Background: an optimization exercise with open tools, aiming at small area. Do not read the settings as production practice.
Only simulation tests tie the RTL to the original design; equivalence was not proved.

==> flow/design.v <==
module avst_pkt_gen #(
  parameter int          DATA_WIDTH  = 512,
  parameter int          EMPTY_WIDTH = 6,
  parameter int          LEN_WIDTH   = 16,
  parameter logic [31:0] SEED        = 32'h2022_0001
) (
  input  logic                 clk,
  input  logic                 rst_n,
  input  logic                 start_i,
  input  logic [15:0]          cfg_num_pkts_i,
  input  logic [LEN_WIDTH-1:0] cfg_len_i,
  input  logic                 cfg_rand_len_i,
  input  logic [7:0]           cfg_gap_i,
  output logic [DATA_WIDTH-1:0]  src_data,
  output logic                   src_valid,
  input  logic                   src_ready,
  output logic                   src_sop,
  output logic                   src_eop,
  output logic [EMPTY_WIDTH-1:0] src_empty,
  output logic                 busy_o,
  output logic                 done_o,
  output logic [15:0]          pkt_count_o
);
  localparam int BYTES = DATA_WIDTH / 8;
  localparam logic [31:0] LFSR_MASK = 32'h8020_0003;   
  logic        busy_q, valid_q, done_q;
  logic [31:0] lfsr_q;
  logic [15:0] num_pkts_q;
  logic [15:0] pkt_count_q;
  logic [15:0] len_q;        
  logic        rand_q;
  logic [7:0]  gap_q;
  logic [9:0]  cnt_q;        
  logic [5:0]  lastb_q;      
  logic [1:0]  base_q;       
  logic        sop_q;
  logic [7:0]  prem_q;       
  logic [15:0] len_d;
  logic [15:0] rem_d;        
  logic [5:0]  lastb_eff;    
  logic [15:0] lenm1_d;      
  logic [9:0]  cnt_nl_d;     
  logic [15:0] pkt_inc_d;
  logic        cnt_zero, accept, load, last_pkt_d;
  logic [7:0]  urem_r0, urem_x;
  avst_pkt_gen_urem u_urem (.r0(urem_r0), .x(urem_x), .d(len_d), .nosub(load && !rand_q),
                            .r(rem_d));
  always_comb begin
    cnt_zero   = (cnt_q == '0);
    accept     = valid_q && src_ready;
    load       = busy_q && !valid_q && !done_q && cnt_zero;
    len_d      = busy_q ? len_q : {cfg_len_i[15:1], cfg_len_i[0] | (cfg_len_i == '0)};
    lenm1_d    = len_q - 16'd1;
    urem_r0    = !load ? 8'h00        : rand_q ? prem_q      : lenm1_d[15:8];
    urem_x     = !load ? lfsr_q[15:8] : rand_q ? lfsr_q[7:0] : lenm1_d[7:0];
    if (!busy_q)                  cnt_nl_d = '0;
    else if (valid_q && !accept)  cnt_nl_d = cnt_q;
    else if (valid_q && cnt_zero) cnt_nl_d = 10'(gap_q);
    else                          cnt_nl_d = cnt_q - 10'd1;
    lastb_eff  = lastb_q | {6{!cnt_zero}};
    pkt_inc_d  = pkt_count_q + 16'd1;
    last_pkt_d = (pkt_inc_d == num_pkts_q);
  end
  always_ff @(posedge clk or negedge rst_n) begin
    if (!rst_n) begin
      busy_q      <= 1'b0;
      valid_q     <= 1'b0;
      done_q      <= 1'b0;
      pkt_count_q <= '0;
      lfsr_q      <= SEED;
    end else begin
      if (!busy_q) begin
        if (start_i) begin
          busy_q      <= 1'b1;
          done_q      <= (cfg_num_pkts_i == '0);
          pkt_count_q <= '0;
        end
      end else if (done_q) begin
        busy_q <= 1'b0;
        done_q <= 1'b0;
      end else if (valid_q) begin
        if (accept && cnt_zero) begin
          valid_q     <= 1'b0;
          pkt_count_q <= pkt_inc_d;
          done_q      <= last_pkt_d;
        end
      end else if (cnt_zero) begin
        valid_q <= 1'b1;
        lfsr_q  <= {1'b0, lfsr_q[31:1]} ^ (lfsr_q[0] ? LFSR_MASK : 32'h0);
      end
    end
  end
  always_ff @(posedge clk) begin
    prem_q  <= rem_d[7:0];
    len_q   <= len_d;
    cnt_q   <= load ? rem_d[15:6] : cnt_nl_d;
    if (!busy_q) begin
      num_pkts_q <= cfg_num_pkts_i;
      rand_q     <= cfg_rand_len_i;
      gap_q      <= cfg_gap_i;
    end
    if (load) begin
      lastb_q <= rem_d[5:0];
      base_q  <= pkt_count_q[7:6];
      sop_q   <= 1'b1;
    end else if (accept && !cnt_zero) begin
      base_q  <= base_q + 2'd1;
      sop_q   <= 1'b0;
    end
  end
  logic [7:0] base8;
  assign base8 = {base_q, pkt_count_q[5:0]};
  always_comb begin
    for (int i = 0; i < BYTES; i++) begin
      src_data[DATA_WIDTH-1-8*i -: 8] =
          (6'(i) <= lastb_eff) ? base8 + 8'(i) : 8'h00;
    end
  end
  assign src_valid   = valid_q;
  assign src_sop     = sop_q;
  assign src_eop     = cnt_zero;
  assign src_empty   = ~lastb_eff;
  assign busy_o      = busy_q;
  assign done_o      = done_q;
  assign pkt_count_o = pkt_count_q;
endmodule
module avst_pkt_gen_urem (
  input  logic [7:0]  r0,
  input  logic [7:0]  x,
  input  logic [15:0] d,
  input  logic        nosub,
  output logic [15:0] r
);
  logic [16:0] rr, v, t, msk;
  logic        big;
  always_comb begin
    rr = 17'(r0);
    for (int j = 1; j <= 8; j++) begin
      msk = (17'd1 << (8 + j)) - 17'd1;
      v   = ((rr << 1) | 17'(x[8-j])) & msk;
      big = (|(17'(d) & ~msk)) | nosub;
      t   = v + (17'(~d) & msk) + 17'd1;
      rr  = ((t[8+j] && !big) ? t : v) & msk;
    end
    r = rr[15:0];
  end
endmodule
==> flow/flow/run.sh <==
#!/bin/bash
# Own layout flow: the standard ORFS flow (standard.sh) with these changes:
#  - synthesis keeps the remainder array as its own module (SYNTH_HIERARCHICAL 1
#    in config.mk) and ABC maps it with flow/abc_speed.script (area mapping under
#    a delay target), and the rest of the design with flow/abc_area_top.script
#    (area mapping); see flow/abc_split.tcl. Yosys keeps its own adder mapping
#    (no Kogge-Stone $lcu map, no full/half adder cell extraction). Everything
#    before ABC, and so every register, is the standard synthesis's.
#  - the port buffers that global placement puts on every input and output are
#    sky130_fd_sc_hd__buf_1.
# Each tool writes its full log under orfs/logs; make's output is in standard_flow.log.
set -euo pipefail
here=$(pwd)
rm -rf "$here/orfs_scripts"
cp -r "$FLOW_HOME/scripts" "$here/orfs_scripts"
cp "$here/flow/abc_speed.script" "$here/flow/abc_area_top.script" "$here/flow/abc_split.tcl" "$here/orfs_scripts/"
grep -q '^  log_cmd abc {\*}\$abc_args$' "$here/orfs_scripts/synth.tcl"
sed -i 's|^  log_cmd abc {\*}\$abc_args$|  source $::env(SCRIPTS_DIR)/abc_split.tcl|' "$here/orfs_scripts/synth.tcl"
export SCRIPTS_DIR="$here/orfs_scripts"
export BUFFER_PORTS_ARGS="-buffer_cell sky130_fd_sc_hd__buf_1"
export SYNTH_OPERATIONS_ARGS="-nofsm"
export ADDER_MAP_FILE=""
bash standard.sh finish > standard_flow.log 2>&1
==> flow/flow/abc_area_top.script <==
strash
 &get -n
 &fraig -x
 &put
 scorr
 dc2
 strash
 dch -f
 amap
 topo
 buffer -c
 upsize -D 17000
 dnsize -D 17000
==> flow/flow/abc_speed.script <==
strash
 &get -n
 &fraig -x
 &put
 scorr
 dc2
 strash
 dch -f
 map -D 17000
 topo
 buffer -c
 upsize -D 17000
 dnsize -D 17000
==> flow/flow/abc_split.tcl <==
# Own flow: ABC maps the remainder array (module avst_pkt_gen_urem, kept apart by
# SYNTH_HIERARCHICAL 1) with a delay target (abc_speed.script), then the rest of
# the design for area (abc_area_top.script). Registers were mapped before this.
set abc_rest [lrange $abc_args 2 end]
log_cmd abc -script $::env(SCRIPTS_DIR)/abc_speed.script {*}$abc_rest avst_pkt_gen_urem
log_cmd abc -script $::env(SCRIPTS_DIR)/abc_area_top.script {*}$abc_rest
==> flow/standard.sh <==
#!/bin/bash
# synth_recipe.tcl (not shown) runs the flow's synth.tcl, then flattens the netlist and writes it again
# the make line also repeats each setting of config.mk as NAME=value (left out here)
make -C /OpenROAD-flow-scripts/flow DESIGN_CONFIG=/design/flow/config.mk WORK_HOME=/design/flow/orfs CLKGATE_MAP_FILE= SYNTH_SCRIPT=/design/flow/synth_recipe.tcl "${@:-finish}"
==> flow/config.mk <==
export PLATFORM = sky130hd
export DESIGN_NAME = avst_pkt_gen
export DESIGN_NICKNAME = avst_pkt_gen
export VERILOG_FILES = /design/flow/design.v
export SDC_FILE = /design/flow/constraint.sdc
export NUM_CORES = 4
export LEC_CHECK = 0
export CAP_MARGIN = 20
export CORE_MARGIN = 2
export CORE_UTILIZATION = 40
export CTS_BUF_LIST = sky130_fd_sc_hd__clkbuf_8
export GPL_TIMING_DRIVEN = 0
export SLEW_MARGIN = 20
export SYNTH_HIERARCHICAL = 1
==> flow/constraint.sdc <==
create_clock -name core_clock -period 28.0 [get_ports {clk}]
set_input_delay 5.6000 -clock core_clock [delete_from_list [all_inputs] [get_ports {clk}]]
set_output_delay 5.6000 -clock core_clock [all_outputs]
set_load 0.01 [all_outputs]
==> out/results.ini, run 1 <==
[status]
status = complete, no violations

[final_layout]
layout.cells.non_filler = 3444
final_util_pct = 51.1
fin_nets = 3020
area_delta_synth_final_pct = 25.7
nFillCells = 3819
fin_area_um2 = 17700
drive_above_1_share_pct = 8.70

[placed_design]
place_ws_ps = -82.6
dp_hpwl_um = 70300
placed_cell_area_um2 = 17000
gp_congestion = 1.04
dp.cells = 3396
port_buffers = 583

[yosys]
yosysMostFrequentCell = nor2_1
synth_edf_count = 43
yosys.area.top_type = nor2_1
synthArstFlopShare_pct = 42.9
ys.flop_type = dfrtp_1
ys_types = 67
synth_seq_cells = 119
yosysTopAreaCellShare_pct = 20.4
netlist_top_cells_area = nor2_1 20%, edfxtp_1 9.2%, nand2_1 8.6%
netlist_instances = 2353
yosys_warnings = 8
seq_area_frac_synth_pct = 21.8
synth_area_um2 = 14100
synth_nets = 2398
synthTopCellsByCount = 763 x nor2_1, 323 x nand2_1, 238 x inv_1
synth_area_per_cell_um2 = 5.98

[floorplanning]
core_area_um2 = 34600
die_h_um = 192
dieArea_um2 = 36700
io_pins = 584
placementRows = 68
die_w_um = 192
initial_utilization_pct = 40.6

[flow_run]
drv_cap = 0

[routing]
wire_per_inst_um = 26.0
antenna_left = 0
drt_pass1_iterations = 6
drcViolationCount = 0
drt_iter0_markers = 2392
wirelength_um = 89400
vias = 20400
routed_via_density = 5.93

[setup_path]
critical_path.slowest_cell = maj3_2
worst-r2r-setup-slack_ps = 3330
required_ps = 28200
cpPeakStageDelay_ps = 360
startpoint = cfg_len_i[14]
critPathArrivalTime_ps = 26680
path_delay_family = simple AND/OR/NAND/NOR gates
timing.rr.end = cnt_q[4]$_DFFE_PP_
cp.depth = 169
r2r-start = cnt_q[1]$_DFFE_PP_
start_kind = input pin
reg2reg_depth = 179
critical_path.endpoint = cnt_q[4]$_DFFE_PP_
worst-path-buf-inv = 18
crit_top_cell = nand3_2
cp-end-kind = register
path_class = in -> reg
cp_max_fo = 10

[timing]
fin_ws_ps = 1520
hold_viol = 0
slew_viol_final = 0
setup_tns_ps = 0
worstMarginPinSlew_ps = 1240
hold_slack_ps = 503
skew_ps = 24.6
setup_viol = 0
min_period_ps = 26480
relSlewSlack_pct = 16.8
max_freq_mhz = 37.8
period_share_pct = 94.6

[worst_hold_path]
holdCritPathClass = reg -> reg
holdPathStages = 2

[clocking]
tritoncts = built
h-tree-depth = 4
cts_sinks = 119
cts-root-buf = clkbuf_8
clk-insertion-delay-late_ps = 470
clk_pin_slew_ps = 80
cts_buffers = 17
clock_path_buffers = 2

[global_route]
grt_pass1_wl_um = 122000
overflow = 0
grt_usage_pct = 46.6
grt_pass1_vias = 17600
grt_max_degree = 34
grt_antenna_before_repair = 3

## registers in the layout, indices dropped and copies added, names as in the netlist
register,count
sop_q,1
prem_q,8
gap_q,8
cnt_q,10
len_q,16
pkt_count_q,16
base_q,2
rand_q,1
busy_q,1
valid_q,1
num_pkts_q,16
lfsr_q,32
done_q,1
lastb_q,6
## worst min-delay path by stage
stage / startpoint / endpoint
2_1_floorplan: lfsr_q[11]$_DFFE_PN0P_ / lfsr_q[10]$_DFFE_PN0P_
4_1_cts: lfsr_q[29]$_DFFE_PN1P_ / lfsr_q[29]$_DFFE_PN1P_
3_3_place_gp: lfsr_q[8]$_DFFE_PN0P_ / lfsr_q[7]$_DFFE_PN0P_
3_5_place_dp: sop_q$_SDFFE_PP1P_ / sop_q$_SDFFE_PP1P_
6_report: lfsr_q[29]$_DFFE_PN1P_ / lfsr_q[29]$_DFFE_PN1P_
5_1_grt: sop_q$_SDFFE_PP1P_ / sop_q$_SDFFE_PP1P_
## repair_timing
action / in CTS / in global routing
setup buffers: 0 / 14
resized for setup: 0 / 40
setup endpoints to repair: 0 / 24
hold buffers: 0 / 0
## cells by family after synthesis
group | share of synthesized area [%]
fa+ha+maj | 0.382
buf+inv | 11.6
xor+xnor | 6.09
compound gates | 22.5
simple gates | 37.6
flops | 21.8
## modules after synthesis (local to each module, per instance)
module,cells,flops+latches
avst_pkt_gen,1587,119
avst_pkt_gen_urem,766,0
## layer usage
metal | track usage [%] | part of all wire [%]
met4 | 26.9 | 6.5
met5 | 0 | 0
met2 | 65.8 | 41
met1 | 59.3 | 39
met3 | 19.1 | 13
## area by class of cell
| type | instances | area (µm²) | area share, % |
|---|---|---|---|
| Timing Repair Buffer | 603 | 2380 | 13.4 |
| Multi-Input combinational cell | 1862 | 9620 | 54.4 |
| Clock inverter | 15 | 168 | 0.948 |
| Clock buffer | 17 | 234 | 1.32 |
| Antenna cell | 1 | 2.50 | 0.0142 |
| Tap cell | 455 | 569 | 3.22 |
| Buffer | 116 | 662 | 3.74 |
| Sequential cell | 119 | 3070 | 17.4 |
| Inverter | 256 | 977 | 5.53 |
## tightest hold or removal path, stage by stage (launching register included)
cell and delay, ps:
dfstp_2 370, inv_1 60, o22ai_1 70
## layout by cell type, fill, tap and decap left out, drive strengths merged, types with 2 or more instances in the layout
master,netlist,layout
o21ai,155,155
o21bai,2,2
xor2,62,62
a22oi,11,11
nand2,339,339
a2111oi,2,2
o22ai,52,52
nor4,7,7
maj3,5,5
clkinvlp,0,3
a221oi,16,16
buf,20,622
nor3,59,59
o31a,3,3
a22o,9,9
dfxtp,25,25
clkinv,10,12
or2,27,27
nor2,767,767
nor2b,8,8
or3,5,5
o31ai,11,11
a31oi,23,23
dfrtp,47,47
xnor2,35,35
edfxtp,43,43
a21oi,95,95
clkbuf,96,114
inv,245,253
bufinv,1,3
a21boi,6,6
o211ai,5,5
o21a,18,18
a21o,2,2
nand3b,19,19
nand3,42,42
dfstp,4,4
a211oi,72,72
==> inputs of run 2 (changes only) <==
==> flow/flow/abc_speed.script (replaced) <==
strash
 &get -n
 &fraig -x
 &put
 scorr
 dc2
 strash
 dch -f
 map -D 18000
 topo
 buffer -c
 upsize -D 18000
 dnsize -D 18000
==> out/results.ini, run 2 <==
[status]
status = complete, no violations

[setup_path]
worst-r2r-setup-slack_ps = 3570  ; +240 ps
startpoint = cfg_len_i[12]
cp-end-kind = register
required_ps = 28180  ; -20 ps
crit_top_cell = nand2_1
critPathArrivalTime_ps = 26540  ; -140 ps
r2r-start = cnt_q[0]$_DFFE_PP_
path_class = in -> reg
cp_max_fo = 10  ; unchanged
critical_path.slowest_cell = o21ai_0
cpPeakStageDelay_ps = 570  ; +210 ps
reg2reg_depth = 188  ; +5.0%
start_kind = input pin
timing.rr.end = cnt_q[0]$_DFFE_PP_

[yosys]
synth_nets = 2420  ; +0.92%
yosysTopAreaCellShare_pct = 21.2  ; +0.81 points
synth_area_um2 = 13500  ; -4.0%
synthTopCellsByCount = 762 x nor2_1, 355 x nand2_1, 252 x inv_1
yosys.area.top_type = nor2_1
synth_area_per_cell_um2 = 5.69  ; -4.8%
yosys_warnings = 8  ; unchanged
ys_types = 47  ; -30%
netlist_instances = 2375  ; +0.93%
ys.flop_type = dfrtp_1
yosysMostFrequentCell = nor2_1
synthArstFlopShare_pct = 42.9  ; unchanged
synth_seq_cells = 119  ; unchanged
netlist_top_cells_area = nor2_1 21%, nand2_1 9.9%, edfxtp_1 9.6%
synth_edf_count = 43  ; unchanged
seq_area_frac_synth_pct = 22.7  ; +0.90 points

[clocking]
clk_pin_slew_ps = 100  ; +20 ps
clk-insertion-delay-late_ps = 460  ; about the same
cts_sinks = 119  ; unchanged
tritoncts = built
cts-root-buf = clkbuf_8
h-tree-depth = 4  ; unchanged
cts-hold-fix-buffers = 0  ; unchanged
cts_buffers = 17  ; unchanged
clock_path_buffers = 2  ; unchanged

[worst_hold_path]
holdCritPathClass = reg -> reg
hold_start = lfsr_q[8]$_DFFE_PN0P_
holdPathStages = 2  ; unchanged
whs_endpoint = lfsr_q[7]$_DFFE_PN0P_

[global_route]
grt_use_met2_pct = 67.5  ; +1.7 points
grt_antenna_before_repair = 4  ; +1
grt_use_met1_pct = 61.8  ; +2.5 points
grt_usage_pct = 47.2  ; +0.59 points
grt_pass1_wl_um = 121000  ; -0.73%
grt_pass1_vias = 17900  ; +1.8%
met3_usage_pct = 15.9  ; -3.1 points
overflow = 0  ; unchanged
grt_max_degree = 32  ; -5.9%
gr-max-usage-layer = met2

[final_layout]
largest_register = lfsr_q
final_util_pct = 52.2  ; +1.1 points
fin_nets = 3057  ; +1.2%
area_delta_synth_final_pct = 28.9
largest_reg_flops = 32  ; unchanged
drive_above_1_share_pct = 6.81  ; -1.9 points
layout.cells.non_filler = 3476  ; +0.93%
final_cell_mix = 752 x nor2_1, 585 x buf_1, 344 x nand2_1, 249 x inv_1, 120 x o21ai_0
layout_commonest_cell = nor2_1

[placed_design]
gp_congestion = 1.05  ; +0.48%
port_buffers = 583  ; unchanged
dp.cells = 3411  ; +0.44%
dp_hpwl_um = 70700  ; +0.53%

[timing]
skew_ps = 26.2  ; +1.51 ps
period_share_pct = 94.1  ; -0.42 points
slew_viol_final = 0  ; unchanged
setup_viol = 0  ; unchanged
worstMarginPinSlew_ps = 1380  ; +138 ps
relSlewSlack_pct = 7.60  ; -9.2 points
hold_viol = 0  ; unchanged
max_freq_mhz = 37.9  ; +0.44%
min_period_ps = 26360  ; -117 ps

[floorplanning]
io_pins = 584  ; unchanged
core_area_um2 = 33400  ; -3.6%
dieArea_um2 = 35300  ; -3.9%
die_h_um = 188  ; -2.0%
placementRows = 67  ; -1.5%
die_w_um = 188  ; -2.0%
initial_utilization_pct = 40.5  ; -0.13 points

[routing]
vias = 20500  ; +0.53%
wire_per_inst_um = 25.4  ; -2.3%
drcViolationCount = 0  ; unchanged
routed_via_density = 5.91  ; -0.40%
drt_pass1_iterations = 8  ; +2
drt_iter0_markers = 2904  ; +21%
wirelength_um = 88200  ; -1.4%
antenna_left = 0  ; unchanged

[flow_run]
drv_cap = 0  ; unchanged

## run 2: changes by cell type in the layout (fill, tap and decap cells not counted), moves of 5 or more
| cell | before | now |
|---|---|---|
| nand3_1 | 19 | 43 |
| nand2_1 | 321 | 344 |
| clkbuf_1 | 81 | 97 |
| buf_4 | 25 | 39 |
| a21oi_1 | 83 | 95 |
| clkbuf_8 | 28 | 17 |
| inv_1 | 238 | 249 |
| a21oi_2 | 12 | 4 |
| buf_6 | 9 | 2 |
| nand2_2 | 18 | 11 |
| a31oi_4 | 7 | 1 |
| o21ai_2 | 17 | 11 |
| inv_8 | 1 | 6 |
## run 2: how the worst max path moves through the flow
| stage | cells after the start | slack [ps] | endpoint |
|---|---|---|---|
| floorplan | 176 | 3390 | cnt_q[9]$_DFFE_PP_ |
| global placement | 176 | -1220 | cnt_q[0]$_DFFE_PP_ |
| detailed placement | 178 | -1990 | cnt_q[0]$_DFFE_PP_ |
| CTS | 177 | 20 | cnt_q[0]$_DFFE_PP_ |
| global route | 183 | -190 | cnt_q[0]$_DFFE_PP_ |
| finish | 175 | 1640 | cnt_q[0]$_DFFE_PP_ |
## run 2: what timing repair did
item,in CTS,in global routing
endpoints found under the hold margin,0,0
buffers inserted,1,29
setup endpoints to repair,24,24
resized for setup,18,89
pin swaps,0,22
## run 2: per-layer routing
| metal | up-vias | routed length, µm |
|---|---|---|
| met2 | 1610 | 35700 |
| met4 | 2 | 5910 |
| li1 | 9021 | - |
| met3 | 325 | 12700 |
| met1 | 9578 | 33900 |
| met5 | - | 18 |
## run 2: worst max-delay path, delay by kind of cell
| kind | cells | cell delay, ps |
|---|---|---|
| XOR/XNOR | 4 | 790 |
| buffers and inverters | 21 | 2120 |
| AND/OR/NAND/NOR | 112 | 11680 |
| adder cells (fa/ha/maj) | 4 | 1280 |
| AO/OA/AOI/OAI | 34 | 5010 |
## run 2: Yosys stat by module, one instance, submodules excluded
module / cell area, µm² / copies in the design / cells
avst_pkt_gen: 9630 / 1 / 1587
avst_pkt_gen_urem: 3880 / 1 / 788
## run 2: kinds of logic after synthesis
family                     Yosys count  synth area share [%]
DFF                                119                  22.7
xor gates and xnor gates            89                  5.77
buffers and inverters              378                  10.7
AOI/OAI and AO/OA                  471                  21.2
adders and majority gates            5                 0.370
and+or+nand+nor                   1312                  39.1
muxes                                1                0.0741
## run 2: cell type report
cell class	count	area, µm²
Clock inverter	15	171
Sequential cell	119	3070
Inverter	266	1010
Fill cell	3627	16000
Tap cell	448	561
Buffer	112	464
Timing Repair Buffer	618	2490
Antenna cell	3	7.51
Multi-Input combinational cell	1878	9400
Clock buffer	17	234
## run 2: metrics by stage
stage	setup slack (ps)	setup TNS [ps]	hold WS [ps]	instance area (µm²)
after floorplan	3390	0	450	13500
after global placement	-1220	-23980	461	16300
after detailed placement	-1990	-42160	472	16400
after CTS	18.5	0	479	16800
after global routing	-189	-1890	522	17400
final	1640	0	481	17400
==> inputs of run 3 (changes only) <==
--- a/flow/flow/run.sh
+++ b/flow/flow/run.sh
@@ -10,2 +10,4 @@
 #    sky130_fd_sc_hd__buf_1.
+#  - clock tree synthesis runs with ORFS's arguments (clkbuf_8 from config.mk)
+#    but inserts no dummy loads to balance the tree.
 # Each tool writes its full log under orfs/logs; make's output is in standard_flow.log.
@@ -22,2 +24,3 @@
 export ADDER_MAP_FILE=""
+export CTS_ARGS="-sink_clustering_enable -repair_clock_nets -buf_list sky130_fd_sc_hd__clkbuf_8 -dont_use_dummy_load"
 bash standard.sh finish > standard_flow.log 2>&1
==> out/results.ini, run 3 <==
[status]
status = complete, no violations

[yosys]
ys.flop_type = dfrtp_1
ys_types = 47  ; unchanged
yosys.area.top_type = nor2_1
netlist_top_cells_area = nor2_1 21%, nand2_1 9.9%, edfxtp_1 9.6%
netlist_instances = 2375  ; unchanged
synth_area_um2 = 13500  ; unchanged
synth_top_family_by_area = simple AND/OR/NAND/NOR gates
yosys_warnings = 8  ; unchanged
yosysMostFrequentCell = nor2_1
synthArstFlopShare_pct = 42.9  ; unchanged
synth_area_per_cell_um2 = 5.69  ; unchanged
synthTopCellsByCount = 762 x nor2_1, 355 x nand2_1, 252 x inv_1
synth_nets = 2420  ; unchanged
synth_xor_area_share_pct = 5.77  ; unchanged
synth_edf_count = 43  ; unchanged
yosysTopAreaCellShare_pct = 21.2  ; unchanged
synthAdderAreaFrac_pct = 0.370  ; unchanged
synth_simple_gate_area_share_pct = 39.1  ; unchanged
synth.area.mux_share_pct = 0.0741  ; unchanged
synth_seq_cells = 119  ; unchanged
synth_compound_area_share_pct = 21.2  ; unchanged
seq_area_frac_synth_pct = 22.7  ; unchanged

[final_layout]
largest_reg_flops = 32  ; unchanged
layout.cells.non_filler = 3458  ; -0.52%
layout_commonest_cell = nor2_1
seqCellArea_um2 = 3070  ; unchanged
final_cell_mix = 752 x nor2_1, 585 x buf_1, 344 x nand2_1, 249 x inv_1, 120 x o21ai_0
drive_above_1_share_pct = 6.32  ; -0.49 points
multi_input_area_um2 = 9410  ; about the same
nFillCells = 3646  ; +0.52%
fin_nets = 3055  ; -0.065%
final_util_pct = 51.6  ; -0.55 points
area_delta_synth_final_pct = 27.5
fin_area_um2 = 17200  ; -1.1%
largest_register = lfsr_q

[routing]
antenna_left = 0  ; unchanged
routed_via_density = 5.89  ; -0.30%
drt_iter0_markers = 2910  ; +0.21%
drcViolationCount = 0  ; unchanged
drt_pass1_iterations = 6  ; -2
vias = 20400  ; -0.82%
wire_per_inst_um = 25.5  ; +0.52%
wirelength_um = 88200  ; about the same

[floorplanning]
die_h_um = 188  ; unchanged
dieArea_um2 = 35300  ; unchanged
placementRows = 67  ; unchanged
initial_utilization_pct = 40.5  ; unchanged
die_w_um = 188  ; unchanged
core_area_um2 = 33400  ; unchanged
io_pins = 584  ; unchanged

[setup_path]
r2r-start = cnt_q[0]$_DFFE_PP_
cp-end-kind = register
required_ps = 28160  ; -20 ps
worst-r2r-setup-slack_ps = 3550  ; -20 ps
path_class = in -> reg
cp_max_fo = 10  ; unchanged
startpoint = cfg_len_i[11]
crit_top_cell = nand2_1
critPathArrivalTime_ps = 26630  ; +90 ps
cpPeakStageDelay_ps = 610  ; +40 ps
start_kind = input pin
critical_path.slowest_cell = o21ai_0

[clocking]
clk-insertion-delay-late_ps = 460  ; about the same
clock_path_buffers = 2  ; unchanged
cts_buffers = 17  ; unchanged
cts-hold-fix-buffers = 0  ; unchanged
cts_sinks = 119  ; unchanged
tritoncts = built
clk_pin_slew_ps = 80  ; -20 ps
h-tree-depth = 4  ; unchanged
cts-root-buf = clkbuf_8

[timing]
slew_viol_final = 0  ; unchanged
period_share_pct = 94.5  ; +0.40 points
relSlewSlack_pct = 9.91  ; +2.3 points
max_freq_mhz = 37.8  ; -0.43%
setup_tns_ps = 0  ; unchanged
setup_viol = 0  ; unchanged
min_period_ps = 26470  ; +113 ps
worstMarginPinSlew_ps = 1350  ; -34.5 ps
skew_ps = 45.0  ; +18.9 ps
fin_ws_ps = 1530  ; -113 ps
hold_slack_ps = 465  ; -16.0 ps
hold_viol = 0  ; unchanged

[global_route]
grt_pass1_vias = 17900  ; -0.21%
grt_usage_pct = 47.2  ; about the same
grt_antenna_before_repair = 3  ; -1
grt_pass1_wl_um = 121000  ; about the same
grt_max_degree = 32  ; unchanged
overflow = 0  ; unchanged

[placed_design]
port_buffers = 583  ; unchanged
dp_hpwl_um = 70700  ; unchanged
placed_cell_area_um2 = 16400  ; unchanged
place_ws_ps = -1990  ; unchanged
gp_congestion = 1.05  ; unchanged
dp.cells = 3411  ; unchanged

[worst_hold_path]
hold_start = lfsr_q[8]$_DFFE_PN0P_
holdCritPathClass = reg -> reg

[flow_run]
drv_cap = 0  ; unchanged

run 3: layout make-up:
type	instances	area share (%)
repair buffers	616	14.4
flip-flops and latches	119	17.8
well taps	448	3.25
multi-input cells	1878	54.6
plain buffers	112	2.69
inverters	266	5.85
clock buffers	17	1.36
diodes	2	0.0290
run 3: modules after synthesis (local to each module, per instance):
module             cells inside  times used  area (µm²)
avst_pkt_gen_urem           788           1        3880
avst_pkt_gen               1587           1        9630
run 3: logic make-up (layout without fill, tap and decap cells):
family | count (synthesis) | count (layout)
buffers and inverters | 378 | 1011
AND/OR/NAND/NOR | 1312 | 1312
flip-flops | 119 | 119
AO/OA/AOI/OAI | 471 | 471
adder cells (fa/ha/maj) | 5 | 5
XOR/XNOR | 89 | 89
multiplexers | 1 | 1
other | 0 | 2
run 3: layer usage:
layer / track usage (%) / part of all wire [%]
met1: 61.8 / 38
met2: 68.0 / 41
met3: 15.8 / 15
met4: 25.9 / 6.2
met5: 0 / 0.020
run 3: worst max-delay path, delay by kind of cell:
kind,cells,cell delay [ps]
adders and majority gates,4,1260
AOI/OAI and AO/OA,34,5100
xor gates and xnor gates,4,800
buffers and inverters,21,2110
and+or+nand+nor,112,11730
run 3: worst paths after layout:
check / to / cells after the start
max: cnt_q[0]$_DFFE_PP_ / 175
min: lfsr_q[7]$_DFFE_PN0P_ / 2
max reg2reg: cnt_q[0]$_DFFE_PP_ / 188
min reg2reg: lfsr_q[7]$_DFFE_PN0P_ / 2
max in group asynchronous: lfsr_q[21]$_DFFE_PN1P_ / 2
min in group asynchronous: pkt_count_q[11]$_DFFE_PN0P_ / 1
run 3: repair_timing:
item / 4_1_cts / 5_1_grt
setup endpoints to repair: 24 / 24
pin swaps: 0 / 23
resized for setup: 19 / 89
setup buffers: 1 / 27
==> inputs of run 4 (changes only) <==
--- a/flow/design.v
+++ b/flow/design.v
@@ -38,2 +38,4 @@
   logic [15:0] len_d;
+  logic [15:0] div_d;        
+  logic        lenm1_ld;     
   logic [15:0] rem_d;        
@@ -45,3 +47,3 @@
   logic [7:0]  urem_r0, urem_x;
-  avst_pkt_gen_urem u_urem (.r0(urem_r0), .x(urem_x), .d(len_d), .nosub(load && !rand_q),
+  avst_pkt_gen_urem u_urem (.r0(urem_r0), .x(urem_x), .d(div_d), .nosub(load && lenm1_ld),
                             .r(rem_d));
@@ -52,5 +54,7 @@
     len_d      = busy_q ? len_q : {cfg_len_i[15:1], cfg_len_i[0] | (cfg_len_i == '0)};
+    div_d      = busy_q ? len_q : cfg_len_i;
     lenm1_d    = len_q - 16'd1;
-    urem_r0    = !load ? 8'h00        : rand_q ? prem_q      : lenm1_d[15:8];
-    urem_x     = !load ? lfsr_q[15:8] : rand_q ? lfsr_q[7:0] : lenm1_d[7:0];
+    lenm1_ld   = !rand_q || (len_q[15:1] == '0);
+    urem_r0    = !load ? 8'h00        : lenm1_ld ? lenm1_d[15:8] : prem_q;
+    urem_x     = !load ? lfsr_q[15:8] : lenm1_ld ? lenm1_d[7:0]  : lfsr_q[7:0];
     if (!busy_q)                  cnt_nl_d = '0;
==> out/results.ini, run 4 <==
[yosys]
synth_seq_cells = 119  ; unchanged
yosys.area.top_type = nor2_1
synth_area_um2 = 13700  ; +1.6%
yosys_warnings = 8  ; unchanged
synth_edf_count = 59  ; +37%
ys_types = 55  ; +17%
netlist_top_cells_area = nor2_1 20%, edfxtp_1 13%, nand2_1 10%
yosysMostFrequentCell = nor2_1
seq_area_frac_synth_pct = 23.6  ; +0.82 points
netlist_instances = 2377  ; +0.084%
synthArstFlopShare_pct = 42.9  ; unchanged
synth_nets = 2422  ; +0.083%
yosysTopAreaCellShare_pct = 20.2  ; -1.0 points
synth_area_per_cell_um2 = 5.77  ; +1.5%
synthTopCellsByCount = 737 x nor2_1, 364 x nand2_1, 258 x inv_1
ys.flop_type = edfxtp_1

[setup_path]
critical_path.endpoint = cnt_q[3]$_DFFE_PP_
r2r-start = cnt_q[0]$_DFFE_PP_
reg2reg_depth = 189  ; +0.53%
timing.rr.end = cnt_q[3]$_DFFE_PP_
crit_top_cell = nand2_1
critPathArrivalTime_ps = 26460  ; -170 ps
cp_max_fo = 10  ; unchanged
cp-end-kind = register
required_ps = 28280  ; +120 ps
startpoint = cfg_len_i[0]
start_kind = input pin
worst-r2r-setup-slack_ps = 2250  ; -1300 ps
path_class = in -> reg
critical_path.slowest_cell = maj3_2
cpPeakStageDelay_ps = 380  ; -230 ps

[flow_run]
drv_cap = 0  ; unchanged

[floorplanning]
die_h_um = 189  ; +0.76%
dieArea_um2 = 35800  ; +1.5%
io_pins = 584  ; unchanged
placementRows = 67  ; unchanged
die_w_um = 189  ; +0.76%
core_area_um2 = 33600  ; +0.75%
initial_utilization_pct = 40.8  ; +0.33 points

[final_layout]
fin_nets = 3051  ; -0.13%
nFillCells = 3717  ; +1.9%
multi_input_area_um2 = 9390  ; -0.16%
largest_reg_flops = 32  ; unchanged
largest_register = lfsr_q
area_delta_synth_final_pct = 26.7
final_cell_mix = 724 x nor2_1, 584 x buf_1, 353 x nand2_1, 253 x inv_1, 136 x o21ai_0
drive_above_1_share_pct = 6.29  ; -0.025 points
layout_commonest_cell = nor2_1
final_util_pct = 51.7  ; +0.098 points
seqCellArea_um2 = 3230  ; +5.2%
layout.cells.non_filler = 3454  ; -0.12%

[global_route]
grt_antenna_before_repair = 8  ; +5
grt_pass1_vias = 18000  ; +0.82%
grt_usage_pct = 48.2  ; +1.0 points
overflow = 0  ; unchanged
grt_pass1_wl_um = 125000  ; +3.3%
grt_max_degree = 33  ; +3.1%

[timing]
worstMarginPinSlew_ps = 1460  ; +110 ps
relSlewSlack_pct = 2.44  ; -7.5 points
hold_viol = 0  ; unchanged
min_period_ps = 26180  ; -292 ps
setup_viol = 0  ; unchanged
period_share_pct = 93.5  ; -1.0 points
fin_ws_ps = 1820  ; +292 ps
skew_ps = 36.8  ; -8.29 ps
max_freq_mhz = 38.2  ; +1.1%
slew_viol_final = 0  ; unchanged

[placed_design]
port_buffers = 583  ; unchanged
place_ws_ps = -1580  ; +412 ps
dp.cells = 3414  ; +0.088%
dp_hpwl_um = 71500  ; +1.1%
gp_congestion = 1.10  ; +5.0%

[routing]
drt_iter0_markers = 2964  ; +1.9%
routed_via_density = 6.03  ; +2.4%
wirelength_um = 91300  ; +3.6%
wire_per_inst_um = 26.4  ; +3.7%
drt_pass1_iterations = 6  ; unchanged
drcViolationCount = 0  ; unchanged
antenna_left = 0  ; unchanged
vias = 20800  ; +2.3%

[worst_hold_path]
holdCritPathClass = reg -> reg

[clocking]
clk_pin_slew_ps = 70  ; about the same
cts_sinks = 119  ; unchanged
cts-root-buf = clkbuf_8
clock_path_buffers = 2  ; unchanged
cts_buffers = 17  ; unchanged
clk-insertion-delay-late_ps = 450  ; about the same
h-tree-depth = 4  ; unchanged
tritoncts = built

[status]
status = complete, no violations

## run 4: worst min path at each step
stage | end | slack (ps) | depth (start not counted) | startpoint
after floorplan | lfsr_q[10]$_DFFE_PN0P_ | 450 | 2 | lfsr_q[11]$_DFFE_PN0P_
after detailed placement | sop_q$_SDFFE_PP1P_ | 460 | 2 | sop_q$_SDFFE_PP1P_
after global routing | lfsr_q[10]$_DFFE_PN0P_ | 500 | 2 | lfsr_q[11]$_DFFE_PN0P_
final | sop_q$_SDFFE_PP1P_ | 490 | 2 | sop_q$_SDFFE_PP1P_
after global placement | lfsr_q[10]$_DFFE_PN0P_ | 460 | 2 | lfsr_q[11]$_DFFE_PN0P_
after CTS | lfsr_q[10]$_DFFE_PN0P_ | 480 | 2 | lfsr_q[11]$_DFFE_PN0P_
## run 4: per-module statistics from Yosys, one instance, submodules excluded
module             cells  times used  flip-flops and latches  cell area, µm²
avst_pkt_gen_urem    788           1                       0            3880
avst_pkt_gen        1589           1                     119            9840
## run 4: cell type report
| class | count | share of cell area, % |
|---|---|---|
| Multi-Input combinational cell | 1873 | 54.0 |
| Sequential cell | 119 | 18.6 |
| Timing Repair Buffer | 610 | 14.1 |
| Inverter | 274 | 5.98 |
| Tap cell | 448 | 3.22 |
| Buffer | 111 | 2.71 |
| Clock buffer | 17 | 1.35 |
| Antenna cell | 2 | 0.0288 |
## run 4: critical path: cells and delay by family
| family | cells | cell delay (ps) |
|---|---|---|
| XOR/XNOR | 3 | 570 |
| AND/OR/NAND/NOR | 109 | 11030 |
| AO/OA/AOI/OAI | 36 | 5110 |
| buffers and inverters | 24 | 2350 |
| adder cells (fa/ha/maj) | 5 | 1680 |
## run 4: per-layer routing
metal | track usage (%) | vias up | share of wire (%)
met5 | 1.51 | - | 0.16
met4 | 22.9 | 14 | 6.3
met3 | 21.9 | 364 | 16
met2 | 68.2 | 1660 | 40
met1 | 61.9 | 9781 | 38
li1 | - | 9015 | -
## run 4: cells by family after synthesis
group	synth area share, %
buffers and inverters	10.7
AOI/OAI and AO/OA	21.1
and+or+nand+nor	38.5
adders and majority gates	0.365
DFF	23.6
muxes	0.0729
xor gates and xnor gates	5.68
## run 4: per-stage QoR
step / hold slack, ps / instance area, µm² / setup TNS, ps
2_1_floorplan: 450 / 13700 / 0
5_1_grt: 497 / 17400 / -4350
4_1_cts: 479 / 16900 / 0
3_5_place_dp: 461 / 16600 / -30780
6_report: 488 / 17400 / 0
3_3_place_gp: 459 / 16500 / -12240
## run 4: repair_timing
action,in CTS,in global routing
setup endpoints to repair,24,24
pin swaps,0,19
buffers inserted,0,21
hold buffers,0,0
gates resized for setup,10,106
==> inputs of run 5 (changes only) <==
--- a/flow/config.mk
+++ b/flow/config.mk
@@ -12,2 +12,3 @@
 export GPL_TIMING_DRIVEN = 0
+export SETUP_SLACK_MARGIN = -0.5
 export SLEW_MARGIN = 20
==> out/results.ini, run 5 <==
[setup_path]
reg2reg_depth = 193  ; +2.1%
cpPeakStageDelay_ps = 370  ; about the same
path_delay_family = simple AND/OR/NAND/NOR gates
r2r-start = cnt_q[0]$_DFFE_PP_
required_ps = 28270  ; about the same
cp_max_fo = 10  ; unchanged
cp-end-kind = register
critical_path.slowest_cell = maj3_1
start_kind = input pin
timing.rr.end = cnt_q[3]$_DFFE_PP_
critPathArrivalTime_ps = 26630  ; +170 ps
path_class = in -> reg
worst-r2r-setup-slack_ps = 2010  ; -240 ps
worst-path-buf-inv = 26  ; +8.3%
crit_top_cell = nand2_1

[worst_hold_path]
holdPathStages = 2  ; unchanged
whs_endpoint = sop_q$_SDFFE_PP1P_
holdCritPathClass = reg -> reg
hold_start = sop_q$_SDFFE_PP1P_

[yosys]
synth_area_per_cell_um2 = 5.77  ; unchanged
yosys.area.top_type = nor2_1
ys.flop_type = edfxtp_1
yosys_warnings = 8  ; unchanged
synth_edf_count = 59  ; unchanged
synthArstFlopShare_pct = 42.9  ; unchanged
synth_nets = 2422  ; unchanged
synth_area_um2 = 13700  ; unchanged
ys_types = 55  ; unchanged
netlist_top_cells_area = nor2_1 20%, edfxtp_1 13%, nand2_1 10%
synth_seq_cells = 119  ; unchanged
synthTopCellsByCount = 737 x nor2_1, 364 x nand2_1, 258 x inv_1
yosysTopAreaCellShare_pct = 20.2  ; unchanged
seq_area_frac_synth_pct = 23.6  ; unchanged
netlist_instances = 2377  ; unchanged
yosysMostFrequentCell = nor2_1

[placed_design]
gp_congestion = 1.10  ; unchanged
dp_hpwl_um = 71500  ; unchanged
place_ws_ps = -1580  ; unchanged
port_buffers = 583  ; unchanged

[clocking]
clock_path_buffers = 2  ; unchanged
cts-root-buf = clkbuf_8
cts_buffers = 17  ; unchanged
clk-insertion-delay-late_ps = 450  ; about the same
clk_pin_slew_ps = 70  ; about the same
cts_sinks = 119  ; unchanged
h-tree-depth = 4  ; unchanged
tritoncts = built

[flow_run]
drv_cap = 0  ; unchanged

[timing]
fin_ws_ps = 1640  ; -174 ps
skew_ps = 36.4  ; -0.381 ps
worstMarginPinSlew_ps = 1330  ; -125 ps
max_freq_mhz = 37.9  ; -0.66%
min_period_ps = 26360  ; +174 ps
setup_viol = 0  ; unchanged
period_share_pct = 94.1  ; +0.62 points
relSlewSlack_pct = 10.8  ; +8.3 points
hold_viol = 0  ; unchanged
slew_viol_final = 0  ; unchanged

[global_route]
grt_max_degree = 33  ; unchanged
grt_pass1_vias = 18000  ; -0.0055%
grt_pass1_wl_um = 125000  ; about the same
grt_antenna_before_repair = 8  ; unchanged
grt_usage_pct = 48.2  ; about the same
overflow = 0  ; unchanged

[final_layout]
largest_reg_flops = 32  ; unchanged
area_delta_synth_final_pct = 26.3
final_cell_mix = 726 x nor2_1, 584 x buf_1, 356 x nand2_1, 253 x inv_1, 138 x o21ai_0
final_util_pct = 51.6  ; -0.17 points
drive_above_1_share_pct = 5.79  ; -0.50 points
largest_register = lfsr_q
layout_commonest_cell = nor2_1
fin_nets = 3051  ; unchanged

[routing]
routed_via_density = 6.04  ; about the same
wl_met3_um = 14500  ; -0.96%
wl_met2_um = 36600  ; +0.39%
drcViolationCount = 0  ; unchanged
vias = 20900  ; +0.12%
antenna_left = 0  ; unchanged
drt_pass1_iterations = 8  ; +2
wire_per_inst_um = 26.4  ; about the same
drt-met1-wl_um = 34600  ; +0.76%
wirelength_um = 91300  ; about the same
top_layer_used = met5
drt_iter0_markers = 3040  ; +2.6%

[floorplanning]
initial_utilization_pct = 40.8  ; unchanged
die_h_um = 189  ; unchanged
die_w_um = 189  ; unchanged
core_area_um2 = 33600  ; unchanged
io_pins = 584  ; unchanged
placementRows = 67  ; unchanged
dieArea_um2 = 35800  ; unchanged

[status]
status = complete, no violations

==> run 5: worst reg2reg max path: cells and delay by family, from the launching register on <==
family | cells | cell delay [ps]
buf+inv | 28 | 3070
xor+xnor | 3 | 600
compound gates | 36 | 5390
flops | 1 | 410
fa+ha+maj | 4 | 1110
simple gates | 122 | 15260
==> run 5: cell type report <==
cell class / count / area, µm²
fill: 3710 / 16300
sequential: 119 / 3230
multi-input combinational: 1873 / 9330
timing repair buffer: 610 / 2460
buffer: 111 / 472
antenna: 3 / 7.51
clock buffer: 17 / 234
inverter: 274 / 1040
tap: 448 / 561
==> run 5: repair_timing <==
action	CTS	global route
hold endpoints to repair	0	0
resized for setup	6	93
setup endpoints to repair	24	24
pin swaps	0	18
setup buffers	0	21
hold buffers	0	0
==> run 5: logic make-up after synthesis <==
family / after synthesis / share of synthesized area [%]
AO/OA/AOI/OAI: 472 / 21.1
multiplexers: 1 / 0.0729
adder cells (fa/ha/maj): 5 / 0.365
flip-flops: 119 / 23.6
buffers and inverters: 385 / 10.7
XOR/XNOR: 89 / 5.68
AND/OR/NAND/NOR: 1306 / 38.5
==> run 5: how the worst max path moves through the flow <==
stage | from | end | slack (ps) | depth (start not counted)
finish | cfg_len_i[1] | cnt_q[3]$_DFFE_PP_ | 1640 | 180
global route | cfg_len_i[0] | cnt_q[0]$_DFFE_PP_ | -700 | 179
CTS | cfg_len_i[0] | cnt_q[0]$_DFFE_PP_ | -480 | 174
detailed placement | cfg_len_i[0] | cnt_q[0]$_DFFE_PP_ | -1580 | 176
global placement | cfg_len_i[0] | cnt_q[0]$_DFFE_PP_ | -830 | 175
floorplan | cfg_len_i[0] | cnt_q[9]$_DFFE_PP_ | 3920 | 174
==> run 5: Yosys stat by module (local to each module, per instance) <==
| module | cells | flip-flops and latches |
|---|---|---|
| avst_pkt_gen | 1589 | 119 |
| avst_pkt_gen_urem | 788 | 0 |
==> run 5: through the flow <==
step / area (µm²) / TNS (ps) / hold slack, ps / instances
floorplan: 13700 / 0 / 450 / 2377
global placement: 16500 / -12240 / 459 / 3408
detailed placement: 16600 / -30780 / 461 / 3414
CTS: 16900 / -6150 / 479 / 3431
global route: 17300 / -13250 / 497 / 3452
finish: 17300 / 0 / 486 / 3455
==> run 5: routing by layer <==
layer	GRT usage, %	vias to the layer above
met5	1.51	-
met4	22.9	14
met3	21.9	392
met2	68.2	1664
met1	61.9	9777
li1	-	9011
==> inputs of run 6 (changes only) <==
--- a/flow/config.mk
+++ b/flow/config.mk
@@ -11,3 +11,3 @@
 export CTS_BUF_LIST = sky130_fd_sc_hd__clkbuf_8
-export GPL_TIMING_DRIVEN = 0
+export GPL_TIMING_DRIVEN = 1
 export SETUP_SLACK_MARGIN = -0.5
==> out/results.ini, run 6 <==
[clocking]
clk-insertion-delay-late_ps = 440  ; about the same
clk_pin_slew_ps = 70  ; about the same
cts_sinks = 119  ; unchanged
cts-root-buf = clkbuf_8
h-tree-depth = 4  ; unchanged
cts-hold-fix-buffers = 0  ; unchanged
clock_path_buffers = 2  ; unchanged
tritoncts = built
cts_buffers = 17  ; unchanged

[floorplanning]
dieArea_um2 = 35800  ; unchanged
initial_utilization_pct = 40.8  ; unchanged
die_w_um = 189  ; unchanged
die_h_um = 189  ; unchanged
io_pins = 584  ; unchanged
core_area_um2 = 33600  ; unchanged
placementRows = 67  ; unchanged

[yosys]
synth_xor_area_share_pct = 5.68  ; unchanged
synth_area_um2 = 13700  ; unchanged
synthAdderAreaFrac_pct = 0.365  ; unchanged
synth_simple_gate_area_share_pct = 38.5  ; unchanged
ys.flop_type = edfxtp_1
ys_types = 55  ; unchanged
netlist_instances = 2377  ; unchanged
yosys_warnings = 8  ; unchanged
synth_nets = 2422  ; unchanged
synthArstFlopShare_pct = 42.9  ; unchanged
netlist_top_cells_area = nor2_1 20%, edfxtp_1 13%, nand2_1 10%
yosys.area.top_type = nor2_1
yosysTopAreaCellShare_pct = 20.2  ; unchanged
synth_seq_cells = 119  ; unchanged
synth.area.mux_share_pct = 0.0729  ; unchanged
synth_area_per_cell_um2 = 5.77  ; unchanged
synth_edf_count = 59  ; unchanged
synthTopCellsByCount = 737 x nor2_1, 364 x nand2_1, 258 x inv_1
yosysMostFrequentCell = nor2_1
synth_top_family_by_area = simple AND/OR/NAND/NOR gates
seq_area_frac_synth_pct = 23.6  ; unchanged
synth_compound_area_share_pct = 21.1  ; unchanged

[setup_path]
r2r-start = cnt_q[0]$_DFFE_PP_
required_ps = 28170  ; -100 ps
critPathArrivalTime_ps = 26110  ; -520 ps
start_kind = input pin
path_class = in -> reg
critical_path.slowest_cell = o21ai_0
crit_top_cell = nand2_1
startpoint = cfg_len_i[0]
cpPeakStageDelay_ps = 450  ; +80 ps
cp_max_fo = 22  ; +12
cp-end-kind = register

[routing]
drt_pass1_iterations = 8  ; unchanged
drcViolationCount = 0  ; unchanged
drt_iter0_markers = 2580  ; -15%
routed_via_density = 5.86  ; -2.9%
wire_per_inst_um = 23.9  ; -9.7%
wirelength_um = 80700  ; -12%
vias = 19800  ; -5.0%
antenna_left = 0  ; unchanged

[placed_design]
place_ws_ps = 822  ; +2400 ps
dp.cells = 3356  ; -1.7%
dp_hpwl_um = 64600  ; -9.6%
gp_congestion = 1.03  ; -6.8%
placed_cell_area_um2 = 16500  ; -0.58%
port_buffers = 583  ; unchanged

[status]
status = complete, no violations

[final_layout]
multi_input_area_um2 = 9130  ; -2.1%
largest_reg_flops = 32  ; unchanged
layout.cells.non_filler = 3380  ; -2.2%
seqCellArea_um2 = 3230  ; about the same
fin_area_um2 = 16900  ; -2.5%
drive_above_1_share_pct = 5.19  ; -0.60 points
area_delta_synth_final_pct = 23.1
layout_commonest_cell = nor2_1
nFillCells = 3726  ; +0.43%
final_cell_mix = 732 x nor2_1, 582 x buf_1, 362 x nand2_1, 255 x inv_1, 142 x o21ai_0
fin_nets = 2977  ; -2.4%
largest_register = lfsr_q

[timing]
min_period_ps = 25950  ; -411 ps
fin_ws_ps = 2050  ; +411 ps
relSlewSlack_pct = 15.0  ; +4.2 points
slew_viol_final = 0  ; unchanged
skew_ps = 27.0  ; -9.40 ps
worstMarginPinSlew_ps = 1270  ; -66.5 ps
period_share_pct = 92.7  ; -1.5 points
max_freq_mhz = 38.5  ; +1.6%
setup_viol = 0  ; unchanged
hold_viol = 0  ; unchanged
hold_slack_ps = 474  ; -12.6 ps
setup_tns_ps = 0  ; unchanged

[worst_hold_path]
hold_start = sop_q$_SDFFE_PP1P_
holdCritPathClass = reg -> reg

[global_route]
grt_max_degree = 72  ; +120%
grt_pass1_vias = 17000  ; -5.9%
grt_antenna_before_repair = 5  ; -3
grt_usage_pct = 42.5  ; -5.7 points
overflow = 0  ; unchanged
grt_pass1_wl_um = 112000  ; -10%

[flow_run]
drv_cap = 0  ; unchanged

-- run 6: per-stage QoR --
stage	util, %
6_report	50.2
5_1_grt	50.2
4_1_cts	49.8
3_5_place_dp	49.1
3_3_place_gp	49.1
2_1_floorplan	-
-- run 6: logic make-up after synthesis --
family	count (synthesis)
flip-flops	119
buffers and inverters	385
adder cells (fa/ha/maj)	5
multiplexers	1
AND/OR/NAND/NOR	1306
XOR/XNOR	89
AO/OA/AOI/OAI	472
-- run 6: metal layers --
layer	up-vias	track usage (%)	routed length (µm)
li1	8896	-	-
met4	8	16.9	3780
met2	1380	60.1	32900
met1	9306	58.3	32800
met3	223	15.6	11200
met5	-	0	38
-- run 6: worst paths after layout --
check                           slack, ps                    endpoint  depth (start not counted)
worst max-delay path                 2050        lastb_q[3]$_DFFE_PP_                        170
worst min-delay path                  470          sop_q$_SDFFE_PP1P_                          2
worst max register to register       3580        lastb_q[3]$_DFFE_PP_                        181
worst min register to register        470          sop_q$_SDFFE_PP1P_                          2
max in group asynchronous           22150  pkt_count_q[0]$_DFFE_PN0P_                          2
min in group asynchronous            5280         valid_q$_DFFE_PN0P_                          2
-- run 6: critical path, delay by kind of cell --
kind                     cells  cell delay, ps
AO/OA/AOI/OAI               32            4990
XOR/XNOR                     4             890
adder cells (fa/ha/maj)      5            1740
buffers and inverters       20            2060
AND/OR/NAND/NOR            109           10700
-- run 6: area by class of cell --
cell class	count	area share [%]
clock buffer	17	1.39
tap	448	3.32
sequential	119	19.1
timing repair buffer	647	16.0
inverter	274	6.09
multi-input combinational	1873	54.1
antenna	2	0.0296
-- run 6: repair_timing --
action,CTS,global route
buffers inserted,0,5
resized for setup,0,23
endpoints found under the setup margin,0,24
-- run 6: Yosys stat by module, one instance, submodules excluded --
module / cells / flops+latches
avst_pkt_gen: 1589 / 119
avst_pkt_gen_urem: 788 / 0
==> inputs of run 7 (changes only) <==
--- a/flow/config.mk
+++ b/flow/config.mk
@@ -12,3 +12,2 @@
 export GPL_TIMING_DRIVEN = 1
-export SETUP_SLACK_MARGIN = -0.5
 export SLEW_MARGIN = 20
==> out/results.ini, run 7 <==
[status]
status = complete, no violations

[routing]
drt_iter0_markers = 2571  ; -0.35%
drt_pass1_iterations = 8  ; unchanged
routed_via_density = 5.87  ; about the same
vias = 19900  ; +0.20%
wire_per_inst_um = 23.9  ; about the same
antenna_left = 0  ; unchanged
wirelength_um = 80700  ; about the same
drcViolationCount = 0  ; unchanged

[setup_path]
cp-end-kind = register
critPathArrivalTime_ps = 25720  ; -390 ps
required_ps = 28170  ; about the same
crit_top_cell = nand2_1
critical_path.slowest_cell = o21ai_0
path_class = in -> reg
cpPeakStageDelay_ps = 520  ; +70 ps
start_kind = input pin
cp_max_fo = 22  ; unchanged

[timing]
period_share_pct = 91.3  ; -1.4 points
skew_ps = 27.8  ; +0.795 ps
min_period_ps = 25550  ; -393 ps
max_freq_mhz = 39.1  ; +1.5%
setup_viol = 0  ; unchanged
hold_viol = 0  ; unchanged
slew_viol_final = 0  ; unchanged
worstMarginPinSlew_ps = 1250  ; -21.4 ps
relSlewSlack_pct = 16.4  ; +1.4 points

[yosys]
synth_seq_cells = 119  ; unchanged
yosys_warnings = 8  ; unchanged
synthArstFlopShare_pct = 42.9  ; unchanged
seq_area_frac_synth_pct = 23.6  ; unchanged
yosys.area.top_type = nor2_1
ys.flop_type = edfxtp_1
yosysTopAreaCellShare_pct = 20.2  ; unchanged
synth_nets = 2422  ; unchanged
synth_area_um2 = 13700  ; unchanged
netlist_top_cells_area = nor2_1 20%, edfxtp_1 13%, nand2_1 10%
netlist_instances = 2377  ; unchanged
ys_types = 55  ; unchanged
synth_area_per_cell_um2 = 5.77  ; unchanged
synthTopCellsByCount = 737 x nor2_1, 364 x nand2_1, 258 x inv_1
yosysMostFrequentCell = nor2_1
synth_edf_count = 59  ; unchanged

[placed_design]
dp_hpwl_um = 64600  ; unchanged
port_buffers = 583  ; unchanged
gp_congestion = 1.03  ; unchanged
dp.cells = 3356  ; unchanged

[worst_hold_path]
holdCritPathClass = reg -> reg

[global_route]
overflow = 0  ; unchanged
grt_pass1_wl_um = 112000  ; unchanged
grt_antenna_before_repair = 5  ; unchanged
grt_pass1_vias = 17000  ; unchanged
grt_usage_pct = 42.5  ; unchanged
grt_max_degree = 72  ; unchanged

[final_layout]
largest_reg_flops = 32  ; unchanged
area_delta_synth_final_pct = 23.6
nFillCells = 3720  ; -0.16%
fin_nets = 2983  ; +0.20%
final_util_pct = 50.4  ; +0.19 points
final_cell_mix = 730 x nor2_1, 582 x buf_1, 362 x nand2_1, 254 x inv_1, 141 x o21ai_0
layout.cells.non_filler = 3384  ; +0.12%
diodes = 0  ; -2
layout_commonest_cell = nor2_1
drive_above_1_share_pct = 5.65  ; +0.47 points
largest_register = lfsr_q

[floorplanning]
placementRows = 67  ; unchanged
io_pins = 584  ; unchanged
die_h_um = 189  ; unchanged
die_w_um = 189  ; unchanged
dieArea_um2 = 35800  ; unchanged
initial_utilization_pct = 40.8  ; unchanged
core_area_um2 = 33600  ; unchanged

[flow_run]
drv_cap = 0  ; unchanged

[clocking]
clk_pin_slew_ps = 70  ; about the same
tritoncts = built
cts-root-buf = clkbuf_8
cts_buffers = 17  ; unchanged
clk-insertion-delay-late_ps = 440  ; about the same
cts-hold-fix-buffers = 0  ; unchanged
h-tree-depth = 4  ; unchanged
clock_path_buffers = 2  ; unchanged
cts_sinks = 119  ; unchanged

==> run 7: cell counts after synthesis <==
No cell type changed its count.
==> run 7: routing by layer <==
| metal | up-vias | GRT usage (%) | share of wire (%) |
|---|---|---|---|
| met5 | - | 0 | 0.047 |
| met4 | 8 | 16.9 | 4.6 |
| met3 | 205 | 15.6 | 14 |
| met2 | 1348 | 60.1 | 41 |
| met1 | 9385 | 58.3 | 40 |
| li1 | 8907 | - | - |
==> run 7: cell type report <==
| class | count | area (µm²) | share of cell area, % |
|---|---|---|---|
| inverters | 274 | 1030 | 6.07 |
| well taps | 448 | 561 | 3.31 |
| flip-flops and latches | 119 | 3230 | 19.1 |
| multi-input cells | 1873 | 9160 | 54.0 |
| repair buffers | 653 | 2740 | 16.2 |
| clock buffers | 17 | 234 | 1.38 |
==> run 7: kinds of logic (layout without fill, tap and decap cells) <==
kind of cell	after synthesis	in the layout	synth area share [%]
compound gates	472	472	21.1
xor+xnor	89	89	5.68
fa+ha+maj	5	5	0.365
buf+inv	385	944	10.7
flops	119	119	23.6
mux	1	1	0.0729
simple gates	1306	1306	38.5
==> run 7: per-stage QoR <==
stage / worst slack (ps) / TNS [ps] / hold WS [ps] / instance area (µm²)
6_report: 2450 / 0 / 472 / 17000
5_1_grt: -166 / -1010 / 521 / 17000
4_1_cts: 1200 / 0 / 482 / 16700
3_5_place_dp: 822 / 0 / 464 / 16500
3_3_place_gp: 1630 / 0 / 460 / 16500
2_1_floorplan: 3920 / 0 / 450 / 13700
==> run 7: what timing repair did <==
item / 4_1_cts / 5_1_grt
setup buffers: 0 / 11
setup endpoints to repair: 0 / 24
gates resized for setup: 0 / 32
==> run 7: per-module statistics from Yosys, one instance, submodules excluded <==
module             flops+latches  cell area [µm²]  cells inside
avst_pkt_gen_urem              0             3880           788
avst_pkt_gen                 119             9840          1589
==> run 7: final timing paths <==
check	start	slack, ps	end	cells past startpoint
max	cfg_len_i[0]	2450	lastb_q[3]$_DFFE_PP_	165
min	sop_q$_SDFFE_PP1P_	470	sop_q$_SDFFE_PP1P_	2
max reg2reg	cnt_q[0]$_DFFE_PP_	4000	lastb_q[3]$_DFFE_PP_	176
min reg2reg	sop_q$_SDFFE_PP1P_	470	sop_q$_SDFFE_PP1P_	2
max in group asynchronous	rst_n	22150	pkt_count_q[0]$_DFFE_PN0P_	2
min in group asynchronous	rst_n	5290	valid_q$_DFFE_PN0P_	2
==> run 7: critical path, delay by kind of cell <==
kind | cells | cell delay, ps
AO/OA/AOI/OAI | 32 | 5120
XOR/XNOR | 4 | 910
buffers and inverters | 21 | 2290
AND/OR/NAND/NOR | 103 | 9980
adder cells (fa/ha/maj) | 5 | 1740

port drivers added, routing unchanged:
The flow's constraints put no driver on any port. The routed layouts listed below were extracted and timed again, unchanged, in two steps. Step 1, drivers: a clkbuf_16 drives clk and a buf_2 each remaining input, both assumed. Step 2, shift: input delay + t, output delay - t, t = (earliest + latest rising clock arrival at the registers) / 2. This alone moves slack from input paths to output paths. Three values: ideal ports, drivers, drivers and shift; two values: the first two.
run	shift t [ns]	slack for setup (ns)	worst setup path at the end	clock arrival spread, ns
run 1	0.506	1.524 / 1.551 / 1.045	input to register	0.025 / 0.025
run 2	0.489	1.640 / 1.657 / 1.168	input to register	0.026 / 0.026
run 3	0.485	1.527 / 1.545 / 1.061	input to register	0.045 / 0.045
run 4	0.480	1.819 / 1.836 / 1.357	input to register	0.043 / 0.043
run 5	0.475	1.644 / 1.663 / 1.188	input to register	0.043 / 0.044
run 6	0.469	2.055 / 2.074 / 1.605	input to register	0.028 / 0.028
run 7	0.464	2.448 / 2.466 / 2.002	input to register	0.028 / 0.028
After both steps every run listed still meets setup and hold. The setup slack of run 1, which loses most, moves by +0.027 ns with the drivers and by -0.479 ns with both steps.
